This design comes from an exercise in tuning for small area, a short achievable clock period and few clock cycles on the open sky130 flow, not from production work. In this exercise RTL edits were held to simulation tests only and were not proved equivalent to the original. Power is estimated from default activity; no workload was simulated.

Design ex_stage, start of the top module:
module ex_stage (
  input  logic        clk,
  input  logic        rst,
  input  logic [7:0]  aluop_i,
  input  logic [3:0]  alusel_i,
  input  logic [63:0] oprand1_i,
  input  logic [63:0] oprand2_i,
  input  logic [4:0]  reg_write_addr_i,
  input  logic        reg_write_enable_i,
  input  logic        mem_valid_i,
  input  logic        mem_rw_i,
  output logic [63:0] reg_write_data_o,
  output logic [4:0]  reg_write_addr_o,
  output logic        reg_write_enable_o,
  output logic        mem_valid_o,
  output logic        mem_rw_o,
  output logic        stall_req_o
);
Size in the first run: roughly 220 I/O pins.
export LEC_CHECK = 0
export CAP_MARGIN = 20
export CORE_MARGIN = 2
export CORE_UTILIZATION = 40
export SETUP_SLACK_MARGIN = 0.6
export SLEW_MARGIN = 20
create_clock -name core_clock -period 10.0 [get_ports {clk}]
run.sh (not shown) runs the stock make flow with config.mk's settings and CLKGATE_MAP_FILE= SYNTH_SCRIPT=/design/flow/synth_recipe.tcl, a recipe that flattens the netlist after the stock synthesis.
Testbench counts at the start, summed over its fixed seeds: cycles 54,191.
Edit:
Settings changed: SETUP_SLACK_MARGIN 0.6 to 1.2.
Non-clock buffer count shrinks by 12.
Setup slack improves by 260 ps.
Wire length rises by 1.6%.
Synthesized area does not change.
Die area is unchanged.
Design area rises by 1.0%.
Fmax rose by 2.8%.
Clock power falls by about 1%.
Utilization increases by 0.50 points.
Total power hardly moves.

run A:
ex_stage, a different RTL version from the one above (not shown whole).
Size: roughly 5400 cells after synthesis, about 220 I/O pins, roughly 0.039 mm2 of cells after synthesis.
Design ex_stage, start of the top module:
module ex_stage (
  input  logic        clk,
  input  logic        rst,
  input  logic [7:0]  aluop_i,
  input  logic [3:0]  alusel_i,
  input  logic [63:0] oprand1_i,
  input  logic [63:0] oprand2_i,
  input  logic [4:0]  reg_write_addr_i,
  input  logic        reg_write_enable_i,
  input  logic        mem_valid_i,
  input  logic        mem_rw_i,
  output logic [63:0] reg_write_data_o,
  output logic [4:0]  reg_write_addr_o,
  output logic        reg_write_enable_o,
  output logic        mem_valid_o,
  output logic        mem_rw_o,
  output logic        stall_req_o
);
Settings: LEC_CHECK=0, CAP_MARGIN=20, CORE_MARGIN=2, CORE_UTILIZATION=40, SETUP_SLACK_MARGIN=1.4, SLEW_MARGIN=20; clock period 10.0 ns.
Testbench counts of run A, summed over its fixed seeds: cycles 54,191.
The following lists how run B was set up differently from run A:
# run A
export LEC_CHECK = 0
export CAP_MARGIN = 20
export CORE_MARGIN = 2
export CORE_UTILIZATION = 40
export SETUP_SLACK_MARGIN = 1.4
export SLEW_MARGIN = 20
create_clock -name core_clock -period 10.0 [get_ports {clk}]
# run B
export LEC_CHECK = 0
export CAP_MARGIN = 20
export CORE_MARGIN = 2
export CORE_UTILIZATION = 40
export SETUP_SLACK_MARGIN = 0.6
export SLEW_MARGIN = 20
create_clock -name core_clock -period 10.0 [get_ports {clk}]
## What came out
From run A to run B the numbers moved as follows: highest clock rate moved down, wire length on met2 moved up, routed metal-1 wire length level, clock network fraction of design power moved up, final wirelength level. Looking at run B and run A, the leakage power total is a wash. Run B reports its most common cell after layout, fill and taps aside as sky130_fd_sc_hd__buf_4 while run A reports sky130_fd_sc_hd__nand2_1. In the metrics for run B and run A, the one carrying the lower total met3 wirelength after detailed routing is run B. The lower final critical-path share of the clock period of run B and run A is in run A.
Setup changes, run B to run C
# run B
export LEC_CHECK = 0
export CAP_MARGIN = 20
export CORE_MARGIN = 2
export CORE_UTILIZATION = 40
export SETUP_SLACK_MARGIN = 0.6
export SLEW_MARGIN = 20
create_clock -name core_clock -period 10.0 [get_ports {clk}]
# run C
export LEC_CHECK = 0
export CAP_MARGIN = 20
export CORE_MARGIN = 2
export CORE_UTILIZATION = 40
export SETUP_SLACK_MARGIN = 1.2
export SLEW_MARGIN = 20
create_clock -name core_clock -period 10.0 [get_ports {clk}]
## What came out
- In run C the net total in the final layout turned out 0.47% higher than in run B.
- Run B vs run C, end point of the critical path: reg_write_data_o[0] vs reg_write_data_o[50]
- Compared with run B, run C shows a number of instances resized during post-cts repair that is 530% higher.
- Higher proportion of cell area occupied by registers among run C and run B: run B
- Relative to run B, the met1 track demand over resource of run C is lower by 0.81 points.
- Run C packs its core more tightly than run B.
- Fraction of area in clock buffers and inverters in run C vs run B: down 0.43 points
- First-pass iteration count of the detailed router (run C over run B): decrease, 4
- Reported for run C and run B, initial core utilization turned out identical to the last digit.
- In the metrics for run C and run B, the one carrying the higher average wire length per cell after detail routing is run B.
- From run B to run C the numbers moved as follows: power fell about 1.3%, detailed-route wire length fell 0.81%.

separate check: timing with driven ports:
The flow's constraints put no driver on any port. The routed layouts listed below were extracted and timed again, unchanged, in two steps.
Step 1 assumes that a clkbuf_16 drives the clock port and a buf_2 every other input.
Step 2 moves the port delays by t, midway between the first and last clock arrival at a register: inputs arrive t later, outputs are due t later. That takes back most of the time a late clock gives input paths.
Slacks: no drivers / after step 1 / after step 2; pairs: no drivers / after step 1.
| run | t (ns) | setup WS [ns] | clock arrival spread, ns | worst register clock-pin slew, ns | worst data-port slew with drivers (ns) |
|---|---|---|---|---|---|
| the first run of note 1 | 0.541 | 0.540 / 0.502 / 0.153 | 0.025 / 0.026 | 0.10 / 0.10 | 0.16 |
| the second run of note 1 | 0.540 | 0.801 / 0.744 / 0.672 | 0.021 / 0.021 | 0.10 / 0.10 | 0.14 |
| run A | 0.532 | 1.141 / 1.105 / 0.844 | 0.019 / 0.019 | 0.09 / 0.09 | 0.09 |
| run B | 0.563 | 0.447 / 0.420 / 0.040 | 0.028 / 0.028 | 0.08 / 0.08 | 0.07 |
| run C | 0.516 | 1.170 / 1.148 / 0.856 | 0.016 / 0.016 | 0.08 / 0.08 | 0.10 |
After both steps setup and hold are still met in every run listed. For run B, which loses most, drivers alone change the setup slack by -0.027 ns; drivers and shift together by -0.407 ns.
